What follows belongs to an exercise in optimizing a design on an open flow for small area, a short achievable clock period and few clock cycles per item; a production flow would make more cautious choices.
Function was checked by simulation only, so behaviour that the tests miss may differ from the original.
Power figures rest on the tool's default switching activity, not on a simulated workload.

## v20
// mipsExecUnit
module mipsExecUnit (
    input  logic                                clk,
    input  logic                                rstN,
    input  logic                                inValid,
    output logic                                inReady,
    input  logic [mipsPkg::dataWidth-1:0]       instr,
    input  logic [mipsPkg::dataWidth-1:0]       rsValue,
    input  logic [mipsPkg::dataWidth-1:0]       rtValue,
    output logic                                outValid,
    input  logic                                outReady,
    output logic [mipsPkg::dataWidth-1:0]       outData,
    output logic [mipsPkg::regAddrWidth-1:0]    outDest,
    output logic                                outWriteEn,
    output logic                                outBranchTaken,
    output logic                                outIllegal
);
export LEC_CHECK = 0
export CAP_MARGIN = 20
export CORE_MARGIN = 2
export CORE_UTILIZATION = 40
export GPL_TIMING_DRIVEN = 1
export SETUP_SLACK_MARGIN = 2.2
export SLEW_MARGIN = 20
create_clock -name core_clock -period 5.0 [get_ports {clk}]
standard.sh (not shown) runs the stock make flow with config.mk's settings and CLKGATE_MAP_FILE= SYNTH_SCRIPT=/design/flow/synth_recipe.tcl, a recipe that flattens the netlist after the stock synthesis.
==> flow/flow/run.sh <==
#!/bin/bash
# Layout flow: the standard ORFS flow with these changes.
#  - Synthesis is the standard one except for the ABC script that maps the
#    combinational logic (flow/abc.script, &nf mapping).
#    Registers are mapped before ABC runs, so they are the standard ones.
#  - Port buffers are buf_1 cells instead of the delay cell buffer_ports picks.
#  - Clock tree synthesis adds no dummy loads to the clock tree.
set -euo pipefail
here=$(pwd)
flowdir=$(cd "$(dirname "${BASH_SOURCE[0]}")" && pwd)

# synth.tcl with the ABC script swapped
sed "s#  log_cmd abc {\*}\$abc_args#  set abc_args [lreplace \$abc_args 0 1 -script $flowdir/abc.script]\n  log_cmd abc {*}\$abc_args#" \
    "$FLOW_HOME/scripts/synth.tcl" > "$here/synth_custom_abc.tcl"
grep -q "abc.script" "$here/synth_custom_abc.tcl"
sed "s#source \$::env(SCRIPTS_DIR)/synth.tcl#source $here/synth_custom_abc.tcl#" \
    "$here/synth_recipe.tcl" > "$here/synth_recipe_custom.tcl"
grep -q "synth_custom_abc.tcl" "$here/synth_recipe_custom.tcl"
sed "s#SYNTH_SCRIPT=[^ ]*synth_recipe.tcl#SYNTH_SCRIPT=$here/synth_recipe_custom.tcl#" \
    "$here/standard.sh" > "$here/standard_custom.sh"
grep -q "synth_recipe_custom.tcl" "$here/standard_custom.sh"

bash "$here/standard_custom.sh" \
    BUFFER_PORTS_ARGS="-buffer_cell sky130_fd_sc_hd__buf_1" \
    CTS_ARGS="-sink_clustering_enable -repair_clock_nets -buf_list sky130_fd_sc_hd__clkbuf_8 -dont_use_dummy_load" \
    finish > "$here/flow_make.log" 2>&1
==> flow/flow/abc.script <==

&get -n
&st
&dch -f
&nf -D 3000
&put
topo
buffer -p
upsize -D 3000
dnsize -D 3000
The final layout from v20, which completed every stage, passed the timing, DRC and antenna checks at the end of the flow.
Testbench counts of v20, summed over its fixed seeds: cycles 24,016, items 24,000.
What v24 does differently from v20 at the input level:
Settings: an added PLACE_DENSITY of 0.45.
-- flow/flow/abc.script --
<<< v20, line 4
&dch -f
>>> v24, line 4
&dch
[summary]
- Of the two values seen for start point of the critical path, uDecode.downPropagate[21] was produced by v20 and uDecode.downShiftAmt[0] by v24.
- v24 vs v20: first-iteration DRC count down by more than a quarter
- Of v20 and v24, the run reporting the lower global-route met3 utilization was v24.
- Of the two candidates, v20 has the better power and v24 the worse one.
- When v24 is set beside v20, its via count turns out to be 224 smaller.
- Relative to v20, worst setup slack increased by 0.012 ns in v24.
The following lists how v37 was set up differently from v24:
Settings: PLACE_DENSITY removed (was 0.45); SETUP_SLACK_MARGIN changed from 2.2 to 2.1.
==> run summary <==
- Per the final summary, v37 finished and its layout is clean on timing, DRC and antenna.
- Row first-iteration DRC count: v37 higher / v24 lower
- On v37: post-route minimum period is 0.067 ns higher than what v24 gave.
- Routing usage on met1 is lower on v37
- Measured against each other, v24 and v37 differ in total power, the lower figure coming from v37.
- [compare] base=v24 new=v37: clock input transition at the sequential cells of the worst setup and hold paths roughly the same, layout overhead on the synthesized area lower.
Modified inputs, v23 compared to v37
Settings: PLACE_DENSITY now 0.8, previously not set; SETUP_SLACK_MARGIN now 2.2, was 2.1.
Notes after the runs:
Share of synthesized cell area in full adder, half adder and majority cells came out exactly the same in v37 and v23.
Summary of v23 over v37: clock period minus final worst setup slack increased 0.022 ns; fmax decreased 0.76%; utilization increased 0.56 points; wire length of the first global-routing pass decreased 970 µm.
Re layout overhead on the synthesized area: v23 is 1.4 points up on v37.
Reported for v37 and v23, synthesized cell count turned out identical to the last digit.

* * *

run 1:
mipsExecUnit, a different RTL version from the one above (not shown whole).
For scale: ~1100 cells after synthesis, roughly 140 I/O pins, ~0.010 mm² of cells after synthesis.
Design mipsExecUnit, start of the top module:
module mipsExecUnit (
    input  logic                                clk,
    input  logic                                rstN,
    input  logic                                inValid,
    output logic                                inReady,
    input  logic [mipsPkg::dataWidth-1:0]       instr,
    input  logic [mipsPkg::dataWidth-1:0]       rsValue,
    input  logic [mipsPkg::dataWidth-1:0]       rtValue,
    output logic                                outValid,
    input  logic                                outReady,
    output logic [mipsPkg::dataWidth-1:0]       outData,
    output logic [mipsPkg::regAddrWidth-1:0]    outDest,
    output logic                                outWriteEn,
    output logic                                outBranchTaken,
    output logic                                outIllegal
);
export LEC_CHECK = 0
export CAP_MARGIN = 20
export CORE_MARGIN = 2
export CORE_UTILIZATION = 40
export CTS_BUF_LIST = sky130_fd_sc_hd__clkbuf_8
export CTS_CLUSTER_DIAMETER = 100
export CTS_CLUSTER_SIZE = 30
export GPL_TIMING_DRIVEN = 1
export SETUP_SLACK_MARGIN = 2.2
export SLEW_MARGIN = 20
create_clock -name core_clock -period 5.0 [get_ports {clk}]
==> flow/flow/run.sh <==
#!/bin/bash
# Layout flow: the standard ORFS flow with two changes.
#  - Synthesis is the standard one except for the ABC script that maps the
#    combinational logic (flow/abc.script, delay-targeted &nf mapping).
#    Registers are mapped before ABC runs, so they are the standard ones.
#  - Port buffers are buf_2 cells instead of the delay cell buffer_ports picks.
#  - Clock tree synthesis adds no dummy loads to the clock tree.
set -euo pipefail
here=$(pwd)
flowdir=$(cd "$(dirname "${BASH_SOURCE[0]}")" && pwd)

# synth.tcl with the ABC script swapped
sed "s#  log_cmd abc {\*}\$abc_args#  set abc_args [lreplace \$abc_args 0 1 -script $flowdir/abc.script]\n  log_cmd abc {*}\$abc_args#" \
    "$FLOW_HOME/scripts/synth.tcl" > "$here/synth_custom_abc.tcl"
grep -q "abc.script" "$here/synth_custom_abc.tcl"
sed "s#source \$::env(SCRIPTS_DIR)/synth.tcl#source $here/synth_custom_abc.tcl#" \
    "$here/synth_recipe.tcl" > "$here/synth_recipe_custom.tcl"
grep -q "synth_custom_abc.tcl" "$here/synth_recipe_custom.tcl"
sed "s#SYNTH_SCRIPT=[^ ]*synth_recipe.tcl#SYNTH_SCRIPT=$here/synth_recipe_custom.tcl#" \
    "$here/standard.sh" > "$here/standard_custom.sh"
grep -q "synth_recipe_custom.tcl" "$here/standard_custom.sh"

bash "$here/standard_custom.sh" \
    BUFFER_PORTS_ARGS="-buffer_cell sky130_fd_sc_hd__buf_1" \
    CTS_ARGS="-sink_clustering_enable -repair_clock_nets -buf_list sky130_fd_sc_hd__clkbuf_8 -dont_use_dummy_load" \
    finish > "$here/flow_make.log" 2>&1
==> flow/flow/abc.script <==

&get -n
&st
&dch
&nf -D 2000
&put
topo
buffer -p
upsize -D 2000
dnsize -D 2000
Run 1 completed end to end with timing, DRC and antenna clean.
Testbench counts of run 1, summed over its fixed seeds: cycles 24,016, items 24,000.
Relative to run 1, the following input files were edited for run 2:
Settings: a change of SETUP_SLACK_MARGIN from 2.2 to 2.4.
Findings:
In run 2 relative to run 1, switching component of the power had gone up by a few percent. Run 1 → run 2: shortest clock period the worst path allows after layout now smaller, total power now larger.
The inputs of run 3 differ from those of run 2 as listed below.
Settings: a deleted CTS_BUF_LIST that had been sky130_fd_sc_hd__clkbuf_8; a change of SETUP_SLACK_MARGIN from 2.4 to 2.2; a deleted CTS_CLUSTER_SIZE that had been 30; a deleted CTS_CLUSTER_DIAMETER that had been 100; a change of CORE_UTILIZATION from 40 to 50.
-- flow/flow/run.sh --
<<< run 2, line 2
# Layout flow: the standard ORFS flow with two changes.
>>> run 3, line 2
# Layout flow: the standard ORFS flow with these changes.
<<< run 2, line 4
#    combinational logic (flow/abc.script, delay-targeted &nf mapping).
>>> run 3, line 4
#    combinational logic (flow/abc.script, &nf mapping).
<<< run 2, line 6
#  - Port buffers are buf_2 cells instead of the delay cell buffer_ports picks.
>>> run 3, line 6
#  - Port buffers are buf_1 cells instead of the delay cell buffer_ports picks.
==> flow/flow/abc.script <==

&get -n
&st
&dch
&nf -D 3000
&put
topo
buffer -p
upsize -D 3000
dnsize -D 3000
Notes after the runs:
Run 3 vs run 2: netlist area before placement down in run 3. Part of the cycle the worst path needs up 2.2 points in run 3 wrt run 2. Wire: run 3 routes less than run 2. Changes observed in run 3 relative to run 2: fmax went down; simple-gate share of the synthesized area now sits at about the same level.
Edits applied to the flow inputs when going from run 3 to run 4:
Settings: SETUP_SLACK_MARGIN now 2.3, was 2.2; CORE_UTILIZATION now 40, was 50.
## What came out
Delta (run 4 minus run 3): fraction of the cycle the final worst path needs lower, register share of the cell area -1.2 points, worst setup slack went up, minimum clock period went down.

* * *

== yarrow ==
Starting RTL as in the previous note.
Settings: LEC_CHECK=0, CAP_MARGIN=20, CORE_MARGIN=2, CORE_UTILIZATION=40, CTS_BUF_LIST=sky130_fd_sc_hd__clkbuf_8, CTS_CLUSTER_DIAMETER=100, CTS_CLUSTER_SIZE=30, GPL_TIMING_DRIVEN=1, SETUP_SLACK_MARGIN=2.2, SLEW_MARGIN=20; clock period 5.0 ns.
==> flow/flow/run.sh <==
#!/bin/bash
# Layout flow: the standard ORFS flow with two changes.
#  - Synthesis is the standard one except for the ABC script that maps the
#    combinational logic (flow/abc.script, delay-targeted &nf mapping).
#    Registers are mapped before ABC runs, so they are the standard ones.
#  - Port buffers are buf_2 cells instead of the delay cell buffer_ports picks.
#  - Clock tree synthesis adds no dummy loads to the clock tree.
set -euo pipefail
here=$(pwd)
flowdir=$(cd "$(dirname "${BASH_SOURCE[0]}")" && pwd)

# synth.tcl with the ABC script swapped
sed "s#  log_cmd abc {\*}\$abc_args#  set abc_args [lreplace \$abc_args 0 1 -script $flowdir/abc.script]\n  log_cmd abc {*}\$abc_args#" \
    "$FLOW_HOME/scripts/synth.tcl" > "$here/synth_custom_abc.tcl"
grep -q "abc.script" "$here/synth_custom_abc.tcl"
sed "s#source \$::env(SCRIPTS_DIR)/synth.tcl#source $here/synth_custom_abc.tcl#" \
    "$here/synth_recipe.tcl" > "$here/synth_recipe_custom.tcl"
grep -q "synth_custom_abc.tcl" "$here/synth_recipe_custom.tcl"
sed "s#SYNTH_SCRIPT=[^ ]*synth_recipe.tcl#SYNTH_SCRIPT=$here/synth_recipe_custom.tcl#" \
    "$here/standard.sh" > "$here/standard_custom.sh"
grep -q "synth_recipe_custom.tcl" "$here/standard_custom.sh"

bash "$here/standard_custom.sh" \
    BUFFER_PORTS_ARGS="-buffer_cell sky130_fd_sc_hd__buf_2" \
    CTS_ARGS="-sink_clustering_enable -repair_clock_nets -buf_list sky130_fd_sc_hd__clkbuf_8 -dont_use_dummy_load" \
    finish > "$here/flow_make.log" 2>&1
==> flow/flow/abc.script <==

&get -n
&st
&dch
&nf -p
&put
topo
buffer -p
upsize -D 2000
dnsize -D 2000
Testbench counts of yarrow, summed over its fixed seeds: cycles 24,016, items 24,000.
Relative to yarrow, the following input files were edited for amber:
- SETUP_SLACK_MARGIN now 2.0, was 2.2
-- flow/flow/run.sh --
<<< yarrow, line 5
#    Registers are mapped before ABC runs, so they are the standard ones.
#  - Port buffers are buf_2 cells instead of the delay cell buffer_ports picks.
#  - Clock tree synthesis adds no dummy loads to the clock tree.
set -euo pipefail
here=$(pwd)
>>> amber, line 5
#    Registers are mapped before ABC runs, so they are the standard ones.
#  - Port buffers are buf_2 cells instead of the delay cell buffer_ports picks.
set -euo pipefail
here=$(pwd)
<<< yarrow, line 22

bash "$here/standard_custom.sh" \
    BUFFER_PORTS_ARGS="-buffer_cell sky130_fd_sc_hd__buf_2" \
    CTS_ARGS="-sink_clustering_enable -repair_clock_nets -buf_list sky130_fd_sc_hd__clkbuf_8 -dont_use_dummy_load" \
    finish > "$here/flow_make.log" 2>&1
>>> amber, line 21

bash "$here/standard_custom.sh" \
    BUFFER_PORTS_ARGS="-buffer_cell sky130_fd_sc_hd__buf_2" finish > "$here/flow_make.log" 2>&1
==> flow/flow/abc.script <==

&get -n
&st
&dch
&nf -D 2000
&put
topo
buffer -p
upsize -D 2000
dnsize -D 2000
Findings:
For height of the chip, amber and yarrow come out practically identical. amber did not stop at any stage, and its layout met the timing, DRC and antenna checks. yarrow reports its start point of the critical path as rtValue[21] while amber reports uDecode.downAluOp[1]. yarrow → amber: final cell count lower, unique cell type count in the Yosys netlist lower. In amber, the final layout net count came out about 1.8% below the value in yarrow.
The inputs of sierra differ from those of amber as listed below.
- changing SETUP_SLACK_MARGIN from 2.0 to 2.2
-- flow/flow/run.sh --
<<< amber, line 5
#    Registers are mapped before ABC runs, so they are the standard ones.
#  - Port buffers are buf_2 cells instead of the delay cell buffer_ports picks.
set -euo pipefail
here=$(pwd)
>>> sierra, line 5
#    Registers are mapped before ABC runs, so they are the standard ones.
#  - Port buffers are buf_2 cells instead of the delay cell buffer_ports picks.
#  - Clock tree synthesis adds no dummy loads to the clock tree.
set -euo pipefail
here=$(pwd)
<<< amber, line 21

bash "$here/standard_custom.sh" \
    BUFFER_PORTS_ARGS="-buffer_cell sky130_fd_sc_hd__buf_2" finish > "$here/flow_make.log" 2>&1
>>> sierra, line 22

bash "$here/standard_custom.sh" \
    BUFFER_PORTS_ARGS="-buffer_cell sky130_fd_sc_hd__buf_1" \
    CTS_ARGS="-sink_clustering_enable -repair_clock_nets -buf_list sky130_fd_sc_hd__clkbuf_8 -dont_use_dummy_load" \
    finish > "$here/flow_make.log" 2>&1
==> flow/flow/abc.script <==
&get -n
&st
&dch
&nf -D 2000
&put
topo
buffer -p
dnsize -D 3000
[summary]
Diff amber and sierra: switching part of the total power lower in sierra. Taking amber as the reference, in sierra combinational power rose about 7%, multiplexer share of the synthesized area flat, proportion of power drawn by combinational gates grew by 4.0 points.

==> separate check: timing with driven ports <==
In the flow no input, the clock included, has a driving cell. The finished layouts below were timed again as built, in two steps.
Step 1 assumes that a clkbuf_16 drives the clock port and a buf_2 every other input.
Step 2, shift: input delay + t, output delay - t, t = (earliest + latest rising clock arrival at the registers) / 2. This alone moves slack from input paths to output paths.
Slacks: ideal ports / drivers / drivers and shift; pairs: ideal ports / drivers.
run | t, ns | slack for setup (ns) | hold slack, ns | worst setup path after step 2 | cell pins on the clock port's net
v20 | 0.487 | 2.196 / 2.196 / 1.871 | 0.326 / 0.303 / 0.426 | input to register | 1
v24 | 0.475 | 2.209 / 2.209 / 1.830 | 0.341 / 0.322 / 0.404 | input to register | 1
v37 | 0.466 | 2.142 / 2.142 / 1.811 | 0.332 / 0.319 / 0.423 | input to register | 1
v23 | 0.486 | 2.120 / 2.120 / 1.808 | 0.314 / 0.294 / 0.414 | input to register | 1
run 1 | 0.473 | 2.201 / 2.201 / 1.813 | 0.334 / 0.318 / 0.427 | input to register | 1
run 2 | 0.486 | 2.295 / 2.295 / 1.937 | 0.311 / 0.288 / 0.427 | input to register | 1
run 3 | 0.464 | 2.186 / 2.186 / 1.827 | 0.340 / 0.332 / 0.425 | input to register | 1
run 4 | 0.489 | 2.298 / 2.298 / 1.895 | 0.309 / 0.295 / 0.428 | input to register | 1
yarrow | 0.480 | 2.024 / 2.044 / 1.564 | 0.306 / 0.290 / 0.430 | input to register | 1
amber | 0.493 | 2.084 / 2.084 / 1.678 | 0.299 / 0.284 / 0.427 | input to register | 1
sierra | 0.473 | 2.255 / 2.255 / 1.850 | 0.324 / 0.311 / 0.426 | input to register | 1
After both steps every run listed still meets setup and hold. The setup slack of yarrow, which loses most, moves by +0.020 ns with the drivers and by -0.460 ns with both steps.
